What follows belongs to an exercise in optimizing a design on an open flow for small area; a production flow would make more cautious choices. Only simulation tests tie the RTL to the original design; equivalence was not proved. No activity file was given, so power comes from the tool's default toggle rates.

==> run a: inputs <==
## baby_store_loader
module baby_store_loader (
   input  logic        fpgaGlobalClock,
   input  logic        reset_i,
   input  logic [4:0]  cpu_addr_i,
   input  logic [31:0] cpu_data_i,
   input  logic        cpu_rw_en_i,
   output logic [31:0] cpu_data_o,
   input  logic        stop_lamp_i,
   output logic        cpu_hold_o,
   input  logic        ld_start_i,
   input  logic        ld_valid_i,
   input  logic [7:0]  ld_byte_i,
   output logic        ld_ready_o,
   output logic        load_done_o,
   input  logic        dump_start_i,
   output logic        dump_valid_o,
   output logic [7:0]  dump_byte_o,
   input  logic        dump_ready_i
);
   logic        load_q;      
   logic        dump_q;      
   logic        dvalid_q;    
   logic        done_q;      
   logic [6:0]  pos_q;       
   logic [7:0]  dbyte_q;     
   logic [23:0] buf_q;       
   logic        idle_s;
   logic        dump_trig_s;
   logic        ld_acc_s;    
   logic        dp_hs_s;     
   logic        dp_fetch_s;  
   logic        dp_end_s;    
   logic        last_s;      
   logic        zero_s;      
   logic        we_s;        
   logic [4:0]  addr_s;
   logic [31:0] sel_s;
   logic [31:0] wdata_s;
   logic [31:0] rd_s;
   logic [31:0] mem_q [32];
   logic stop_low_q;
   always_ff @(posedge fpgaGlobalClock or negedge reset_i) begin
      if (!reset_i) stop_low_q <= 1'b0;
      else          stop_low_q <= ~stop_lamp_i;
   end
   assign dump_trig_s = dump_start_i | (stop_lamp_i & stop_low_q);
   assign idle_s   = ~(load_q | dump_q);
   assign ld_acc_s = load_q & ld_valid_i & ~ld_start_i;
   assign dp_hs_s  = dvalid_q & dump_ready_i;
   assign last_s   = &pos_q;
   assign zero_s   = ~|pos_q;
  ...
==> module baby_store_loader, before the edit <==
module baby_store_loader (
   input  logic        fpgaGlobalClock,
   input  logic        reset_i,
   input  logic [4:0]  cpu_addr_i,
   input  logic [31:0] cpu_data_i,
   input  logic        cpu_rw_en_i,
   output logic [31:0] cpu_data_o,
   input  logic        stop_lamp_i,
   output logic        cpu_hold_o,
   input  logic        ld_start_i,
   input  logic        ld_valid_i,
   input  logic [7:0]  ld_byte_i,
   output logic        ld_ready_o,
   output logic        load_done_o,
   input  logic        dump_start_i,
   output logic        dump_valid_o,
   output logic [7:0]  dump_byte_o,
   input  logic        dump_ready_i
);
   logic        load_q;      
   logic        dump_q;      
   logic        dvalid_q;    
   logic        done_q;      
   logic [6:0]  pos_q;       
   logic [7:0]  dbyte_q;     
   logic [23:0] buf_q;       
   logic        idle_s;
   logic        dump_trig_s;
   logic        ld_acc_s;    
   logic        dp_hs_s;     
   logic        dp_fetch_s;  
   logic        dp_end_s;    
   logic        last_s;      
   logic        zero_s;      
   logic        we_s;        
   logic [4:0]  addr_s;
   logic [31:0] sel_s;
   logic [31:0] wdata_s;
   logic [31:0] rd_s;
   logic [31:0] mem_q [32];
   logic stop_low_q;
   always_ff @(posedge fpgaGlobalClock or negedge reset_i) begin
      if (!reset_i) stop_low_q <= 1'b0;
      else          stop_low_q <= ~stop_lamp_i;
   end
   assign dump_trig_s = dump_start_i | (stop_lamp_i & stop_low_q);
   assign idle_s   = ~(load_q | dump_q);
   assign ld_acc_s = load_q & ld_valid_i & ~ld_start_i;
   assign dp_hs_s  = dvalid_q & dump_ready_i;
   assign last_s   = &pos_q;
   assign zero_s   = ~|pos_q;
   assign dp_fetch_s = dump_q & (~dvalid_q | (dump_ready_i & ~zero_s));
   assign dp_end_s   = dp_hs_s & zero_s;
   always_ff @(posedge fpgaGlobalClock or negedge reset_i) begin
      if (!reset_i) begin
         load_q   <= 1'b0;
         dump_q   <= 1'b0;
         dvalid_q <= 1'b0;
         done_q   <= 1'b0;
         pos_q    <= 7'd0;
      end else begin
         done_q <= ld_acc_s & last_s;
         if (idle_s) begin
            if (ld_start_i)       load_q <= 1'b1;
            else if (dump_trig_s) dump_q <= 1'b1;
         end
         if (ld_acc_s & last_s) load_q <= 1'b0;
         if (dump_q) dvalid_q <= ~dp_end_s;
         if (dp_end_s) dump_q <= 1'b0;
         if (load_q & ld_start_i) pos_q <= 7'd0;
         else if (ld_acc_s | dp_fetch_s) pos_q <= pos_q + 7'd1;
      end
   end
   always_ff @(posedge fpgaGlobalClock) begin
      if (ld_acc_s) begin
         case (pos_q[1:0])
            2'd0:    buf_q[7:0]   <= ld_byte_i;
            2'd1:    buf_q[15:8]  <= ld_byte_i;
            2'd2:    buf_q[23:16] <= ld_byte_i;
            default: ;
         endcase
      end
   end
   always_ff @(posedge fpgaGlobalClock) begin
      if (dp_fetch_s) dbyte_q <= rd_s[{pos_q[1:0], 3'b000} +: 8];
   end
   assign addr_s = (cpu_addr_i & {5{idle_s}}) | pos_q[6:2];
   always_comb begin
      for (int w = 0; w < 32; w++) sel_s[w] = (addr_s == 5'(w));
   end
   assign we_s    = (idle_s & cpu_rw_en_i) | (ld_acc_s & (&pos_q[1:0]));
   assign wdata_s = idle_s ? cpu_data_i : {ld_byte_i, buf_q};
   always_ff @(posedge fpgaGlobalClock) begin
      for (int w = 0; w < 32; w++) begin
         if (we_s & sel_s[w]) mem_q[w] <= wdata_s;
      end
   end
   logic [10:0] rdn_s [32];
   for (genvar b = 0; b < 32; b++) begin : g_rd
      for (genvar g = 0; g < 10; g++) begin : g_grp
         bsl_aoi222 u_aoi (
            .a0 (mem_q[3*g][b]),   .s0 (sel_s[3*g]),
            .a1 (mem_q[3*g+1][b]), .s1 (sel_s[3*g+1]),
            .a2 (mem_q[3*g+2][b]), .s2 (sel_s[3*g+2]),
            .y  (rdn_s[b][g])
         );
      end
      bsl_aoi22 u_aoi (
         .a0 (mem_q[30][b]), .s0 (sel_s[30]),
         .a1 (mem_q[31][b]), .s1 (sel_s[31]),
         .y  (rdn_s[b][10])
      );
      assign rd_s[b] = ~&rdn_s[b];
   end
   assign cpu_data_o   = idle_s ? rd_s : 32'd0;
   assign dump_byte_o  = dbyte_q;
   assign cpu_hold_o   = ~idle_s;
   assign ld_ready_o   = load_q;
   assign load_done_o  = done_q;
   assign dump_valid_o = dvalid_q;
endmodule
==> module bsl_aoi22, before the edit <==
module bsl_aoi22 (
   input  logic a0, s0, a1, s1,
   output logic y
);
   assign y = ~((a0 & s0) | (a1 & s1));
endmodule
==> flow/config.mk <==
export PLATFORM = sky130hd
export DESIGN_NAME = baby_store_loader
export DESIGN_NICKNAME = baby_store_loader
export VERILOG_FILES = /design/flow/design.v
export SDC_FILE = /design/flow/constraint.sdc
export NUM_CORES = 4
export LEC_CHECK = 0
export CAP_MARGIN = 20
export CORE_MARGIN = 2
export CORE_UTILIZATION = 65
export GPL_TIMING_DRIVEN = 0
export SLEW_MARGIN = 20
export SYNTH_HIERARCHICAL = 1
==> flow/constraint.sdc <==
create_clock -name core_clock -period 6.0 [get_ports {fpgaGlobalClock}]
set_input_delay 1.2000 -clock core_clock [delete_from_list [all_inputs] [get_ports {fpgaGlobalClock}]]
set_output_delay 1.2000 -clock core_clock [all_outputs]
set_load 0.01 [all_outputs]
standard.sh (not shown) runs the stock make flow with config.mk's settings and CLKGATE_MAP_FILE= SYNTH_SCRIPT=/design/flow/synth_recipe.tcl, a recipe that flattens the netlist after the stock synthesis.
==> flow/flow/run.sh <==
#!/bin/bash
# Layout flow: the standard ORFS flow (standard.sh). Synthesis runs
# unchanged; the layout steps then run with these choices, passed to ORFS
# through its own variables:
#   * port buffers are buf_2 instead of ORFS's default pick
#   * the platform's don't-use list also holds the big data buffers
#     (buf_6 and up, bufbuf_*), so fanout and slew repair uses buf_4 and below
#   * clock tree synthesis runs without dummy loads, with clkbuf_4/clkbuf_8
#     and a chosen sink clustering
# ORFS writes each tool's output to its own log under orfs/logs; the make
# output of synthesis and of the layout steps goes to synth.log and flow.log.
set -euo pipefail
bash standard.sh synth > synth.log 2>&1
DU=$(make -s -C "$FLOW_HOME" DESIGN_CONFIG="$PWD/config.mk" WORK_HOME="$PWD/orfs" print-DONT_USE_CELLS 2> dont_use.log | sed -n 's/^DONT_USE_CELLS: //p')
[[ -n "$DU" ]]
DU="$DU sky130_fd_sc_hd__buf_6 sky130_fd_sc_hd__buf_8 sky130_fd_sc_hd__buf_12 sky130_fd_sc_hd__buf_16 sky130_fd_sc_hd__bufbuf_8 sky130_fd_sc_hd__bufbuf_16"
echo "$DU" > dont_use.txt
export BUFFER_PORTS_ARGS="-buffer_cell sky130_fd_sc_hd__buf_2"
export CTS_ARGS="-sink_clustering_enable -repair_clock_nets -dont_use_dummy_load -sink_clustering_size 20 -sink_clustering_max_diameter 50 -buf_list {sky130_fd_sc_hd__clkbuf_8}"
bash standard.sh "DONT_USE_CELLS=$DU" finish > flow.log 2>&1
==> inputs of run b, as changes to run a <==
==> flow/design.v (replaced) <==
module baby_store_loader (
   input  logic        fpgaGlobalClock,
   input  logic        reset_i,
   input  logic [4:0]  cpu_addr_i,
   input  logic [31:0] cpu_data_i,
   input  logic        cpu_rw_en_i,
   output logic [31:0] cpu_data_o,
   input  logic        stop_lamp_i,
   output logic        cpu_hold_o,
   input  logic        ld_start_i,
   input  logic        ld_valid_i,
   input  logic [7:0]  ld_byte_i,
   output logic        ld_ready_o,
   output logic        load_done_o,
   input  logic        dump_start_i,
   output logic        dump_valid_o,
   output logic [7:0]  dump_byte_o,
   input  logic        dump_ready_i
);
   logic        load_q;      
   logic        hold_q;      
   logic        hold_d;
   logic        aidle_q;     
   logic        dump_s;      
   logic        dvalid_q;    
   logic        done_q;      
   logic [6:0]  pos_q;       
   logic [23:0] buf_q;       
   logic        idle_s;
   logic        dump_trig_s;
   logic        ld_acc_s;    
   logic        dp_hs_s;     
   logic        dp_fetch_s;  
   logic        dp_end_s;    
   logic        last_s;      
   logic        zero_s;      
   logic        we_s;        
   logic [4:0]  addr_s;
   logic [31:0] sel_s;       
   logic [31:0] wen_s;       
   logic [3:0]  pa_s;        
   logic [7:0]  pb_s;        
   logic [31:0] wdata_s;
   logic [31:0] rd_s;
   logic [31:0] mem_q [32];
   logic stop_low_q;
   always_ff @(posedge fpgaGlobalClock or negedge reset_i) begin
      if (!reset_i) stop_low_q <= 1'b0;
      else          stop_low_q <= ~stop_lamp_i;
   end
   assign dump_trig_s = dump_start_i | (stop_lamp_i & stop_low_q);
   assign idle_s   = ~hold_q;
   assign dump_s   = hold_q & ~load_q;
   assign ld_acc_s = load_q & ld_valid_i & ~ld_start_i;
   assign dp_hs_s  = dvalid_q & dump_ready_i;
   assign last_s   = &pos_q;
   assign zero_s   = ~|pos_q;
   assign dp_fetch_s = dump_s & (~dvalid_q | (dump_ready_i & ~zero_s));
   assign dp_end_s   = dp_hs_s & zero_s;
   assign hold_d = idle_s ? (ld_start_i | dump_trig_s)
                          : ~((ld_acc_s & last_s) | dp_end_s);
   always_ff @(posedge fpgaGlobalClock or negedge reset_i) begin
      if (!reset_i) aidle_q <= 1'b1;
      else          aidle_q <= ~hold_d;
   end
   always_ff @(posedge fpgaGlobalClock or negedge reset_i) begin
      if (!reset_i) begin
         load_q   <= 1'b0;
         hold_q   <= 1'b0;
         dvalid_q <= 1'b0;
         done_q   <= 1'b0;
         pos_q    <= 7'd0;
      end else begin
         done_q <= ld_acc_s & last_s;
         hold_q <= hold_d;
         if (idle_s) load_q <= ld_start_i;
         if (ld_acc_s & last_s) load_q <= 1'b0;
         if (dump_s) dvalid_q <= ~dp_end_s;
         if (load_q & ld_start_i) pos_q <= 7'd0;
         else if (ld_acc_s | dp_fetch_s) pos_q <= pos_q + 7'd1;
      end
   end
   always_ff @(posedge fpgaGlobalClock) begin
      if (dp_fetch_s) begin
         buf_q[7:0] <= rd_s[{pos_q[1:0], 3'b000} +: 8];
      end else if (ld_acc_s) begin
         case (pos_q[1:0])
            2'd0:    buf_q[7:0]   <= ld_byte_i;
            2'd1:    buf_q[15:8]  <= ld_byte_i;
            2'd2:    buf_q[23:16] <= ld_byte_i;
            default: ;
         endcase
      end
   end
   assign addr_s = (cpu_addr_i & {5{aidle_q}}) | pos_q[6:2];
   always_comb begin
      for (int i = 0; i < 4; i++) pa_s[i] = (addr_s[1:0] == 2'(i));
      for (int j = 0; j < 8; j++) pb_s[j] = (addr_s[4:2] == 3'(j));
   end
   for (genvar w = 0; w < 32; w++) begin : g_dec
      bsl_and2 u_sel (.a (pa_s[w % 4]), .b (pb_s[w / 4]), .y (sel_s[w]));
      bsl_and3 u_wen (.a (pa_s[w % 4]), .b (pb_s[w / 4]), .c (we_s), .y (wen_s[w]));
   end
   assign we_s    = (idle_s & cpu_rw_en_i) | (ld_acc_s & (&pos_q[1:0]));
   assign wdata_s = idle_s ? cpu_data_i : {ld_byte_i, buf_q};
   always_ff @(posedge fpgaGlobalClock) begin
      for (int w = 0; w < 32; w++) begin
         if (wen_s[w]) mem_q[w] <= wdata_s;
      end
   end
   logic [9:0]  rdn_s [32];
   logic [31:0] rd_hi_s;
   for (genvar b = 0; b < 32; b++) begin : g_rd
      for (genvar g = 0; g < 10; g++) begin : g_grp
         bsl_aoi222 u_aoi (
            .a0 (mem_q[3*g][b]),   .s0 (sel_s[3*g]),
            .a1 (mem_q[3*g+1][b]), .s1 (sel_s[3*g+1]),
            .a2 (mem_q[3*g+2][b]), .s2 (sel_s[3*g+2]),
            .y  (rdn_s[b][g])
         );
      end
      bsl_ao22 u_ao (
         .a0 (mem_q[30][b]), .s0 (sel_s[30]),
         .a1 (mem_q[31][b]), .s1 (sel_s[31]),
         .y  (rd_hi_s[b])
      );
      assign rd_s[b] = ~&rdn_s[b][9:0] | rd_hi_s[b];
   end
   assign cpu_data_o   = idle_s ? rd_s : 32'd0;
   assign dump_byte_o  = buf_q[7:0];
   assign cpu_hold_o   = ~idle_s;
   assign ld_ready_o   = load_q;
   assign load_done_o  = done_q;
   assign dump_valid_o = dvalid_q;
endmodule
module bsl_aoi222 (
   input  logic a0, s0, a1, s1, a2, s2,
   output logic y
);
   assign y = ~((a0 & s0) | (a1 & s1) | (a2 & s2));
endmodule
module bsl_ao22 (
   input  logic a0, s0, a1, s1,
   output logic y
);
   assign y = (a0 & s0) | (a1 & s1);
endmodule
module bsl_and2 (
   input  logic a, b,
   output logic y
);
   assign y = a & b;
endmodule
module bsl_and3 (
   input  logic a, b, c,
   output logic y
);
   assign y = a & b & c;
endmodule
==> flow/flow/run.sh (replaced) <==
#!/bin/bash
# Layout flow: the standard ORFS flow (standard.sh). Synthesis runs
# unchanged; the layout steps then run with these choices, passed to ORFS
# through its own variables:
#   * synthesis's buffers are removed before global placement (flow/rmbuf.tcl)
#   * port buffers are buf_1 instead of ORFS's default pick
#   * the platform's don't-use list also holds the big data buffers
#     (buf_6 and up, bufbuf_*), so fanout and slew repair uses buf_4 and below
#   * before the placement repair, the store's word-line drivers are given
#     x4 (read select) or x2 (write enable) drive (flow/presize.tcl)
#   * clock tree synthesis runs without dummy loads, with clkbuf_8 only
#     and a chosen sink clustering
# ORFS writes each tool's output to its own log under orfs/logs; the make
# output of synthesis and of the layout steps goes to synth.log and flow.log.
set -euo pipefail
bash standard.sh synth > synth.log 2>&1
DU=$(make -s -C "$FLOW_HOME" DESIGN_CONFIG="$PWD/config.mk" WORK_HOME="$PWD/orfs" print-DONT_USE_CELLS 2> dont_use.log | sed -n 's/^DONT_USE_CELLS: //p')
[[ -n "$DU" ]]
DU="$DU sky130_fd_sc_hd__buf_6 sky130_fd_sc_hd__buf_8 sky130_fd_sc_hd__buf_12 sky130_fd_sc_hd__buf_16 sky130_fd_sc_hd__bufbuf_8 sky130_fd_sc_hd__bufbuf_16"
echo "$DU" > dont_use.txt
export PRE_GLOBAL_PLACE_TCL="$PWD/flow/rmbuf.tcl"
export PRE_RESIZE_TCL="$PWD/flow/presize.tcl"
export BUFFER_PORTS_ARGS="-buffer_cell sky130_fd_sc_hd__buf_1"
export CTS_ARGS="-sink_clustering_enable -repair_clock_nets -dont_use_dummy_load -sink_clustering_size 16 -sink_clustering_max_diameter 50 -buf_list {sky130_fd_sc_hd__clkbuf_8}"
bash standard.sh "DONT_USE_CELLS=$DU" finish > flow.log 2>&1
==> flow/flow/presize.tcl (new file) <==
# Runs before ORFS's repair_design (PRE_RESIZE_TCL). Each store word line
# (the decoder's final AND gate, modules bsl_and2 and bsl_and3) drives a
# whole row of 32 cells spread over the array; give those gates enough drive
# up front so the repair does not split the lines with extra buffers: x4 for
# the read selects (on the core's read path), x2 for the write enables.
set n_up 0
foreach inst [[ord::get_db_block] getInsts] {
  set m [[$inst getMaster] getName]
  if {$m eq "sky130_fd_sc_hd__and2_1" || $m eq "sky130_fd_sc_hd__and2_0"} {
    set to sky130_fd_sc_hd__and2_4
  } elseif {$m eq "sky130_fd_sc_hd__and3_1"} {
    set to sky130_fd_sc_hd__and3_2
  } else {
    continue
  }
  set out ""
  foreach it [$inst getITerms] {
    if {[$it isOutputSignal] && [$it getNet] ne "NULL"} { set out [[$it getNet] getName] }
  }
  if {[string match "g_dec*u_sel.y" $out] || [string match "g_dec*u_wen.y" $out]} {
    replace_cell [get_cells [$inst getName]] $to
    incr n_up
  }
}
puts "presize: upsized $n_up word-line drivers"
==> flow/flow/rmbuf.tcl (new file) <==
# Runs at the start of global placement (PRE_GLOBAL_PLACE_TCL), before the
# ports are buffered: remove the buffers synthesis inserted, as ORFS itself
# does when GPL_TIMING_DRIVEN is set, and leave fanout and slew to the
# placement repair.
remove_buffers
--- a/flow/config.mk
+++ b/flow/config.mk
@@ -7,7 +7,8 @@
 export LEC_CHECK = 0
 export CAP_MARGIN = 20
 export CORE_MARGIN = 2
-export CORE_UTILIZATION = 65
+export CORE_UTILIZATION = 75
 export GPL_TIMING_DRIVEN = 0
+export SETUP_SLACK_MARGIN = 0.15
 export SLEW_MARGIN = 20
 export SYNTH_HIERARCHICAL = 1
==> inputs of run c, as changes to run a <==
--- a/flow/design.v
+++ b/flow/design.v
@@ -18,11 +18,13 @@
    input  logic        dump_ready_i
 );
    logic        load_q;      
-   logic        dump_q;      
+   logic        hold_q;      
+   logic        hold_d;
+   logic        aidle_q;     
+   logic        dump_s;      
    logic        dvalid_q;    
    logic        done_q;      
    logic [6:0]  pos_q;       
-   logic [7:0]  dbyte_q;     
    logic [23:0] buf_q;       
    logic        idle_s;
    logic        dump_trig_s;
@@ -34,7 +36,10 @@
    logic        zero_s;      
    logic        we_s;        
    logic [4:0]  addr_s;
-   logic [31:0] sel_s;
+   logic [31:0] sel_s;       
+   logic [31:0] wen_s;       
+   logic [3:0]  pa_s;        
+   logic [7:0]  pb_s;        
    logic [31:0] wdata_s;
    logic [31:0] rd_s;
    logic [31:0] mem_q [32];
@@ -44,35 +49,41 @@
       else          stop_low_q <= ~stop_lamp_i;
    end
    assign dump_trig_s = dump_start_i | (stop_lamp_i & stop_low_q);
-   assign idle_s   = ~(load_q | dump_q);
+   assign idle_s   = ~hold_q;
+   assign dump_s   = hold_q & ~load_q;
    assign ld_acc_s = load_q & ld_valid_i & ~ld_start_i;
    assign dp_hs_s  = dvalid_q & dump_ready_i;
    assign last_s   = &pos_q;
    assign zero_s   = ~|pos_q;
-   assign dp_fetch_s = dump_q & (~dvalid_q | (dump_ready_i & ~zero_s));
+   assign dp_fetch_s = dump_s & (~dvalid_q | (dump_ready_i & ~zero_s));
    assign dp_end_s   = dp_hs_s & zero_s;
+   assign hold_d = idle_s ? (ld_start_i | dump_trig_s)
+                          : ~((ld_acc_s & last_s) | dp_end_s);
+   always_ff @(posedge fpgaGlobalClock or negedge reset_i) begin
+      if (!reset_i) aidle_q <= 1'b1;
+      else          aidle_q <= ~hold_d;
+   end
    always_ff @(posedge fpgaGlobalClock or negedge reset_i) begin
       if (!reset_i) begin
          load_q   <= 1'b0;
-         dump_q   <= 1'b0;
+         hold_q   <= 1'b0;
          dvalid_q <= 1'b0;
          done_q   <= 1'b0;
          pos_q    <= 7'd0;
       end else begin
          done_q <= ld_acc_s & last_s;
-         if (idle_s) begin
-            if (ld_start_i)       load_q <= 1'b1;
-            else if (dump_trig_s) dump_q <= 1'b1;
-         end
+         hold_q <= hold_d;
+         if (idle_s) load_q <= ld_start_i;
          if (ld_acc_s & last_s) load_q <= 1'b0;
-         if (dump_q) dvalid_q <= ~dp_end_s;
-         if (dp_end_s) dump_q <= 1'b0;
+         if (dump_s) dvalid_q <= ~dp_end_s;
          if (load_q & ld_start_i) pos_q <= 7'd0;
          else if (ld_acc_s | dp_fetch_s) pos_q <= pos_q + 7'd1;
       end
    end
    always_ff @(posedge fpgaGlobalClock) begin
-      if (ld_acc_s) begin
+      if (dp_fetch_s) begin
+         buf_q[7:0] <= rd_s[{pos_q[1:0], 3'b000} +: 8];
+      end else if (ld_acc_s) begin
          case (pos_q[1:0])
             2'd0:    buf_q[7:0]   <= ld_byte_i;
             2'd1:    buf_q[15:8]  <= ld_byte_i;
@@ -81,18 +92,20 @@
          endcase
       end
    end
-   always_ff @(posedge fpgaGlobalClock) begin
-      if (dp_fetch_s) dbyte_q <= rd_s[{pos_q[1:0], 3'b000} +: 8];
+   assign addr_s = (cpu_addr_i & {5{aidle_q}}) | pos_q[6:2];
+   always_comb begin
+      for (int i = 0; i < 4; i++) pa_s[i] = (addr_s[1:0] == 2'(i));
+      for (int j = 0; j < 8; j++) pb_s[j] = (addr_s[4:2] == 3'(j));
    end
-   assign addr_s = (cpu_addr_i & {5{idle_s}}) | pos_q[6:2];
-   always_comb begin
-      for (int w = 0; w < 32; w++) sel_s[w] = (addr_s == 5'(w));
+   for (genvar w = 0; w < 32; w++) begin : g_dec
+      bsl_and2 u_sel (.a (pa_s[w % 4]), .b (pb_s[w / 4]), .y (sel_s[w]));
+      bsl_and3 u_wen (.a (pa_s[w % 4]), .b (pb_s[w / 4]), .c (we_s), .y (wen_s[w]));
    end
    assign we_s    = (idle_s & cpu_rw_en_i) | (ld_acc_s & (&pos_q[1:0]));
    assign wdata_s = idle_s ? cpu_data_i : {ld_byte_i, buf_q};
    always_ff @(posedge fpgaGlobalClock) begin
       for (int w = 0; w < 32; w++) begin
-         if (we_s & sel_s[w]) mem_q[w] <= wdata_s;
+         if (wen_s[w]) mem_q[w] <= wdata_s;
       end
    end
    logic [10:0] rdn_s [32];
@@ -113,7 +126,7 @@
       assign rd_s[b] = ~&rdn_s[b];
    end
    assign cpu_data_o   = idle_s ? rd_s : 32'd0;
-   assign dump_byte_o  = dbyte_q;
+   assign dump_byte_o  = buf_q[7:0];
    assign cpu_hold_o   = ~idle_s;
    assign ld_ready_o   = load_q;
    assign load_done_o  = done_q;
@@ -131,3 +144,15 @@
 );
    assign y = ~((a0 & s0) | (a1 & s1));
 endmodule
+module bsl_and2 (
+   input  logic a, b,
+   output logic y
+);
+   assign y = a & b;
+endmodule
+module bsl_and3 (
+   input  logic a, b, c,
+   output logic y
+);
+   assign y = a & b & c;
+endmodule
--- a/flow/flow/run.sh
+++ b/flow/flow/run.sh
@@ -5,7 +5,9 @@
 #   * port buffers are buf_2 instead of ORFS's default pick
 #   * the platform's don't-use list also holds the big data buffers
 #     (buf_6 and up, bufbuf_*), so fanout and slew repair uses buf_4 and below
-#   * clock tree synthesis runs without dummy loads, with clkbuf_4/clkbuf_8
+#   * before the placement repair, the store's word-line drivers are given
+#     x4 drive (flow/presize.tcl)
+#   * clock tree synthesis runs without dummy loads, with clkbuf_8 only
 #     and a chosen sink clustering
 # ORFS writes each tool's output to its own log under orfs/logs; the make
 # output of synthesis and of the layout steps goes to synth.log and flow.log.
@@ -15,6 +17,7 @@
 [[ -n "$DU" ]]
 DU="$DU sky130_fd_sc_hd__buf_6 sky130_fd_sc_hd__buf_8 sky130_fd_sc_hd__buf_12 sky130_fd_sc_hd__buf_16 sky130_fd_sc_hd__bufbuf_8 sky130_fd_sc_hd__bufbuf_16"
 echo "$DU" > dont_use.txt
+export PRE_RESIZE_TCL="$PWD/flow/presize.tcl"
 export BUFFER_PORTS_ARGS="-buffer_cell sky130_fd_sc_hd__buf_2"
-export CTS_ARGS="-sink_clustering_enable -repair_clock_nets -dont_use_dummy_load -sink_clustering_size 20 -sink_clustering_max_diameter 50 -buf_list {sky130_fd_sc_hd__clkbuf_8}"
+export CTS_ARGS="-sink_clustering_enable -repair_clock_nets -dont_use_dummy_load -sink_clustering_size 16 -sink_clustering_max_diameter 50 -buf_list {sky130_fd_sc_hd__clkbuf_8}"
 bash standard.sh "DONT_USE_CELLS=$DU" finish > flow.log 2>&1
==> flow/flow/presize.tcl (new file) <==
# Runs before ORFS's repair_design (PRE_RESIZE_TCL). Each store word line
# (the decoder's final AND gate, modules bsl_and2 and bsl_and3) drives a
# whole row of 32 cells spread over the array; give those gates the x4 drive
# up front so the repair does not split the lines with extra buffers.
set n_up 0
foreach inst [[ord::get_db_block] getInsts] {
  set m [[$inst getMaster] getName]
  if {$m eq "sky130_fd_sc_hd__and2_1" || $m eq "sky130_fd_sc_hd__and2_0"} {
    set to sky130_fd_sc_hd__and2_4
  } elseif {$m eq "sky130_fd_sc_hd__and3_1"} {
    set to sky130_fd_sc_hd__and3_4
  } else {
    continue
  }
  set out ""
  foreach it [$inst getITerms] {
    if {[$it isOutputSignal] && [$it getNet] ne "NULL"} { set out [[$it getNet] getName] }
  }
  if {[string match "g_dec*u_sel.y" $out] || [string match "g_dec*u_wen.y" $out]} {
    replace_cell [get_cells [$inst getName]] $to
    incr n_up
  }
}
puts "presize: upsized $n_up word-line drivers"
--- a/flow/config.mk
+++ b/flow/config.mk
@@ -7,7 +7,8 @@
 export LEC_CHECK = 0
 export CAP_MARGIN = 20
 export CORE_MARGIN = 2
-export CORE_UTILIZATION = 65
+export CORE_UTILIZATION = 75
 export GPL_TIMING_DRIVEN = 0
+export SETUP_SLACK_MARGIN = 0.15
 export SLEW_MARGIN = 20
 export SYNTH_HIERARCHICAL = 1
==> summary.txt <==
In run c the maximum frequency is higher than in run a, by 7.8%.
Of run c and run a, run a has the higher clock power (gap about 3%, measured against run a).
Cell count: run a > run c > run b.
Against run a, the clock skew of run b is lower by 0.016 ns.
Count of clock-buffer cells in the layout, lowest first: run b, run c, run a.
First-iteration DRC count, lowest first: run a, run c, run b.
Of run a and run b, run b has the higher register-to-register slack (gap 0.46 ns).
The highest utilization belongs to run c, the lowest to run a.
Run c finished clean. Run a produced a clean layout. Run b finished clean.
Between run b and run c, the lower worst setup slack is in run b (gap 0.012 ns).
Against run c, the critical path depth of run b is lower by 1.

[static timing again, ports no longer ideal]
The flow's constraints put no driver on any port. The routed layouts listed below were extracted and timed again, unchanged, in two steps.
Step 1 (the two cells are an assumption about what drives the block):
set clk [get_ports {fpgaGlobalClock}]
set_driving_cell -lib_cell sky130_fd_sc_hd__clkbuf_16 $clk
set_driving_cell -lib_cell sky130_fd_sc_hd__buf_2 [delete_from_list [all_inputs] $clk]
Step 2 also shifts input and output timing later by t, the mid clock arrival at the registers, as if the neighbouring blocks saw the same clock.
Three values: ideal ports, drivers, drivers and shift; two values: the first two.
run	t, ns	setup slack, ns	clock arrival spread, ns
run a	0.736	0.056 / 0.000 / 0.096	0.069 / 0.069
run b	0.705	0.472 / 0.440 / 0.440	0.057 / 0.056
run c	0.739	0.484 / 0.423 / 0.546	0.066 / 0.066
After both steps setup and hold are still met in every run listed. The setup slack of run b, which loses most, moves by -0.032 ns with the drivers and by -0.032 ns with both steps.
